Background: an optimization exercise with open tools, aiming at small area, a short achievable clock period and few clock cycles per item. Do not read the settings as production practice.
Power figures rest on the tool's default switching activity, not on a simulated workload.

==> module pfp_queue, before the edit <==
module pfp_queue (
   input  logic                 clock,
   input  logic                 reset,
   input  logic                 hit,
   input  logic                 wr,
   input  logic                 take,
   input  logic [4:0]           fill_n,
   input  logic [15:0][7:0]     win,
   output logic                 pend,
   output logic                 req_ready,
   output logic [15:0]          rd_raw
);
   logic       read;
   logic [2:0] rd_ch;
   logic [3:0] rd_pos;
   logic       pend_r;      
   logic       pend_s;      
   logic [3:0] pos_r;
   logic [3:0] pos_s;
   logic       rr_r;
   logic       rr_s;
   logic       nw;          
   logic       wn;          
   assign read = take && pend;
   assign pend_s = hit || pend;
   assign pos_s  = hit ? 4'd0 : rd_pos - 4'(wr);
   assign pend_r = (rd_ch != 3'd7);
   assign pos_r  = rd_pos + 4'd2 - 4'(wr);
   assign nw     = (fill_n + 5'(req_ready) < 5'd4);
   assign wn     = req_ready && (fill_n >= 5'd4);
   assign rr_s   = !pend_s || nw || (pos_s > 4'(wn));
   assign rr_r   = !pend_r || nw || (pos_r > 4'(wn));
   always_ff @(posedge clock) begin
      if (reset) begin
         pend      <= 1'b0;
         req_ready <= 1'b1;
      end else begin
         pend      <= read ? pend_r : pend_s;
         req_ready <= read ? rr_r : rr_s;
      end
      rd_pos <= read ? pos_r : pos_s;
      if (hit)       rd_ch <= '0;
      else if (read) rd_ch <= rd_ch + 1'b1;
   end
   logic [15:0] sel;
   always_comb begin
      for (int i = 0; i < 16; i++) sel[i] = (rd_pos == 4'(i));
      rd_raw = '0;
      for (int i = 0; i < 15; i++) begin
         rd_raw[15:8] |= {8{sel[i]}} & win[i];
         rd_raw[7:0]  |= {8{sel[i]}} & win[i+1];
      end
   end
endmodule
==> module pfp_back, before the edit <==
module pfp_back (
   input  logic                 clock,
   input  logic                 reset,
   input  logic                 pend,
   input  logic [15:0]          rd_raw,
   output logic                 take,
   output logic                 rsp_valid,
   input  logic                 rsp_ready,
   output logic [35:0]          rsp_data
);
   logic        adv;
   logic        take_b;
   logic        a_v;
   logic [15:0] a_raw;
   logic        a_neg;
   logic        a_sat;
   logic        b_v;
   logic [15:0] b_raw;
   logic        b_sat;
   logic [25:0] b_x;
   logic [25:0] b_y;
   logic [25:0] b_sum;
   logic        b_c;
   logic        o_v;
   logic [2:0]  o_ch;
   logic        o_last;
   logic [15:0] o_raw;
   logic [15:0] o_duty;
   logic [33:0] mx;
   logic [33:0] my;
   logic [8:0]  lo;
   logic        sent;
   assign adv    = !o_v || rsp_ready;
   assign take_b = !b_v || adv;
   assign take   = !a_v || take_b;
   assign sent   = o_v && rsp_ready;
   always_ff @(posedge clock) begin
      if (reset) begin
         a_v    <= 1'b0;
         b_v    <= 1'b0;
         o_v    <= 1'b0;
         o_ch   <= '0;
         o_last <= 1'b0;
      end else begin
         if (take)   a_v <= pend;
         if (take_b) b_v <= a_v;
         if (adv)    o_v <= b_v;
         if (sent) begin
            o_ch   <= o_ch + 1'b1;
            o_last <= (o_ch == 3'd6);
         end
      end
   end
   pfp_mul u_mul (.r(a_raw[13:0]), .neg(a_neg), .x(mx), .y(my));
   assign lo    = {1'b0, mx[7:0]} + {1'b0, my[7:0]};
   assign b_sum = b_x + b_y + 26'(b_c);
   always_ff @(posedge clock) begin
      if (take) begin
         a_raw <= rd_raw;
         a_neg <= (rd_raw < 16'd5000);
         a_sat <= (rd_raw >= 16'd10000);
      end
      if (take_b) begin
         b_raw <= a_raw;
         b_sat <= a_sat;
         b_x   <= mx[33:8];
         b_y   <= my[33:8];
         b_c   <= lo[8];
      end
      if (adv) begin
         o_raw  <= b_raw;
         o_duty <= b_sat ? pfp_pkg::DUTY_MAX : b_sum[25:10];
      end
   end
   assign rsp_valid = o_v;
   assign rsp_data  = {o_ch, o_raw, o_duty, o_last};
endmodule
==> module pwm_frame_parser, before the edit <==
module pwm_frame_parser (
   input  logic             clock,
   input  logic             reset,
   input  logic             req_valid,
   output logic             req_ready,
   input  logic [8:0]       req_data,
   output logic             rsp_valid,
   input  logic             rsp_ready,
   output logic [35:0]      rsp_data
);
   logic             in_v;
   logic [7:0]       in_b;
   logic             in_be;
   logic             hit;
   logic             wr;
   logic [4:0]       fill;
   logic [15:0][7:0] win;
   logic             take;
   logic             pend;
   logic             in_v_n;
   logic [4:0]       fill_n;
   logic [15:0]      rd_raw;
   always_ff @(posedge clock) begin
      in_v  <= in_v_n;
      in_b  <= req_data[8:1];
      in_be <= req_data[0];
   end
   assign in_v_n = !reset && req_valid && req_ready;
   pfp_front u_front (
      .clock (clock),
      .reset (reset),
      .in_v  (in_v),
      .in_b  (in_b),
      .in_be (in_be),
      .hit   (hit),
      .wr    (wr),
      .fill  (fill),
      .fill_n (fill_n),
      .win   (win)
   );
   pfp_queue u_queue (
      .clock  (clock),
      .reset  (reset),
      .hit    (hit),
      .wr     (wr),
      .take   (take),
      .win    (win),
      .pend   (pend),
      .fill_n (fill_n),
      .req_ready (req_ready),
      .rd_raw (rd_raw)
   );
   pfp_back u_back (
      .clock     (clock),
      .reset     (reset),
      .pend      (pend),
      .rd_raw    (rd_raw),
      .take      (take),
      .rsp_valid (rsp_valid),
      .rsp_ready (rsp_ready),
      .rsp_data  (rsp_data)
   );
endmodule
export LEC_CHECK = 0
export ABC_CLOCK_PERIOD_IN_PS = 2500
export CAP_MARGIN = 20
export CORE_MARGIN = 2
export CORE_UTILIZATION = 60
export CTS_BUF_LIST = sky130_fd_sc_hd__clkbuf_4 sky130_fd_sc_hd__clkbuf_8
export CTS_CLUSTER_SIZE = 30
export SETUP_SLACK_MARGIN = 4.2
export SLEW_MARGIN = 20
create_clock -name core_clock -period 7.0 [get_ports {clock}]
run.sh (not shown) runs the stock make flow with config.mk's settings and CLKGATE_MAP_FILE= SYNTH_SCRIPT=/design/flow/synth_recipe.tcl, a recipe that flattens the netlist after the stock synthesis.
The starting point went through all stages and came out clean.
Edit:
--- a/flow/design.v
+++ b/flow/design.v
@@ -68,15 +68,16 @@
 endmodule
 `timescale 1ns / 1ps
 module pfp_queue (
    input  logic                 clock,
    input  logic                 reset,
    input  logic                 hit,
-   input  logic                 wr,
    input  logic                 take,
-   input  logic [4:0]           fill_n,
+   input  logic                 in_v,
+   input  logic                 in_be,
+   input  logic [4:0]           fill,
    input  logic [15:0][7:0]     win,
    output logic                 pend,
    output logic                 req_ready,
    output logic [15:0]          rd_raw
 );
    logic       read;
@@ -87,31 +88,35 @@
    logic [3:0] pos_r;
    logic [3:0] pos_s;
    logic       rr_r;
    logic       rr_s;
    logic       nw;          
    logic       wn;          
+   logic       wr_nh;       
+   logic [4:0] fill_nh;
    assign read = take && pend;
+   assign wr_nh   = in_v && !in_be && (fill >= 5'd4);
+   assign fill_nh = (in_v && in_be) ? 5'd0 : (in_v && fill != 5'd20) ? fill + 5'd1 : fill;
    assign pend_s = hit || pend;
-   assign pos_s  = hit ? 4'd0 : rd_pos - 4'(wr);
+   assign pos_s  = pend ? rd_pos - 4'(wr_nh) : 4'd0;
    assign pend_r = (rd_ch != 3'd7);
-   assign pos_r  = rd_pos + 4'd2 - 4'(wr);
-   assign nw     = (fill_n + 5'(req_ready) < 5'd4);
-   assign wn     = req_ready && (fill_n >= 5'd4);
-   assign rr_s   = !pend_s || nw || (pos_s > 4'(wn));
+   assign pos_r  = rd_pos + 4'd2 - 4'(wr_nh);
+   assign nw     = (fill_nh + 5'(req_ready) < 5'd4);
+   assign wn     = req_ready && (fill_nh >= 5'd4);
+   assign rr_s   = !pend || nw || (pos_s > 4'(wn));
    assign rr_r   = !pend_r || nw || (pos_r > 4'(wn));
    always_ff @(posedge clock) begin
       if (reset) begin
          pend      <= 1'b0;
          req_ready <= 1'b1;
       end else begin
          pend      <= read ? pend_r : pend_s;
          req_ready <= read ? rr_r : rr_s;
       end
       rd_pos <= read ? pos_r : pos_s;
-      if (hit)       rd_ch <= '0;
+      if (!pend)     rd_ch <= '0;
       else if (read) rd_ch <= rd_ch + 1'b1;
    end
    logic [15:0] sel;
    always_comb begin
       for (int i = 0; i < 16; i++) sel[i] = (rd_pos == 4'(i));
       rd_raw = '0;
@@ -138,24 +143,24 @@
    logic [15:0] a_raw;
    logic        a_neg;
    logic        a_sat;
    logic        b_v;
    logic [15:0] b_raw;
    logic        b_sat;
-   logic [25:0] b_x;
-   logic [25:0] b_y;
-   logic [25:0] b_sum;
+   logic [21:0] b_x;
+   logic [21:0] b_y;
+   logic [21:0] b_sum;
    logic        b_c;
    logic        o_v;
    logic [2:0]  o_ch;
    logic        o_last;
    logic [15:0] o_raw;
    logic [15:0] o_duty;
    logic [33:0] mx;
    logic [33:0] my;
-   logic [8:0]  lo;
+   logic [12:0] lo;
    logic        sent;
    assign adv    = !o_v || rsp_ready;
    assign take_b = !b_v || adv;
    assign take   = !a_v || take_b;
    assign sent   = o_v && rsp_ready;
    always_ff @(posedge clock) begin
@@ -173,30 +178,30 @@
             o_ch   <= o_ch + 1'b1;
             o_last <= (o_ch == 3'd6);
          end
       end
    end
    pfp_mul u_mul (.r(a_raw[13:0]), .neg(a_neg), .x(mx), .y(my));
-   assign lo    = {1'b0, mx[7:0]} + {1'b0, my[7:0]};
-   assign b_sum = b_x + b_y + 26'(b_c);
+   assign lo    = {1'b0, mx[11:0]} + {1'b0, my[11:0]};
+   assign b_sum = b_x + b_y + 22'(b_c);
    always_ff @(posedge clock) begin
       if (take) begin
          a_raw <= rd_raw;
          a_neg <= (rd_raw < 16'd5000);
          a_sat <= (rd_raw >= 16'd10000);
       end
       if (take_b) begin
          b_raw <= a_raw;
          b_sat <= a_sat;
-         b_x   <= mx[33:8];
-         b_y   <= my[33:8];
-         b_c   <= lo[8];
+         b_x   <= mx[33:12];
+         b_y   <= my[33:12];
+         b_c   <= lo[12];
       end
       if (adv) begin
          o_raw  <= b_raw;
-         o_duty <= b_sat ? pfp_pkg::DUTY_MAX : b_sum[25:10];
+         o_duty <= b_sat ? pfp_pkg::DUTY_MAX : b_sum[21:6];
       end
    end
    assign rsp_valid = o_v;
    assign rsp_data  = {o_ch, o_raw, o_duty, o_last};
 endmodule
 module pfp_mul (
@@ -704,17 +709,18 @@
       .win   (win)
    );
    pfp_queue u_queue (
       .clock  (clock),
       .reset  (reset),
       .hit    (hit),
-      .wr     (wr),
+      .in_v   (in_v),
+      .in_be  (in_be),
+      .fill   (fill),
       .take   (take),
       .win    (win),
       .pend   (pend),
-      .fill_n (fill_n),
       .req_ready (req_ready),
       .rd_raw (rd_raw)
    );
    pfp_back u_back (
       .clock     (clock),
       .reset     (reset),
Outcome: Design area goes down by a few percent; worst hold slack stays flat; global-route usage decreases by 2.7 points; first-iteration DRC count goes down by a quarter to a third; setup slack degrades by 0.098 ns; total power shrinks by well over a third.
No run of this note included a check of the RTL's function; only the layout flow was run.

==> re-timing with driven ports <==
No port has a modelled driver above. Below, the same layouts with a new extraction and two added sets of constraints.
Step 1: set_driving_cell puts a clkbuf_16 on clock and a buf_2 on each other input, an assumption about the parent block.
Step 2 times the ports against the registers' clock, not the clock port: input delays grow and output delays shrink by t, the midpoint of the rising clock arrivals with the driver on.
Three values: ideal ports, drivers, drivers and shift; two values: the first two.
run	t, ns	setup slack, ns	worst data-port slew with drivers (ns)
the first run	0.605	4.025 / 4.025 / 3.562	0.03
the second run	0.603	3.927 / 3.927 / 3.750	0.04
After both steps every run listed still meets setup and hold. For the first run, which loses most, drivers alone change the setup slack by 0.000 ns; drivers and shift together by -0.463 ns.
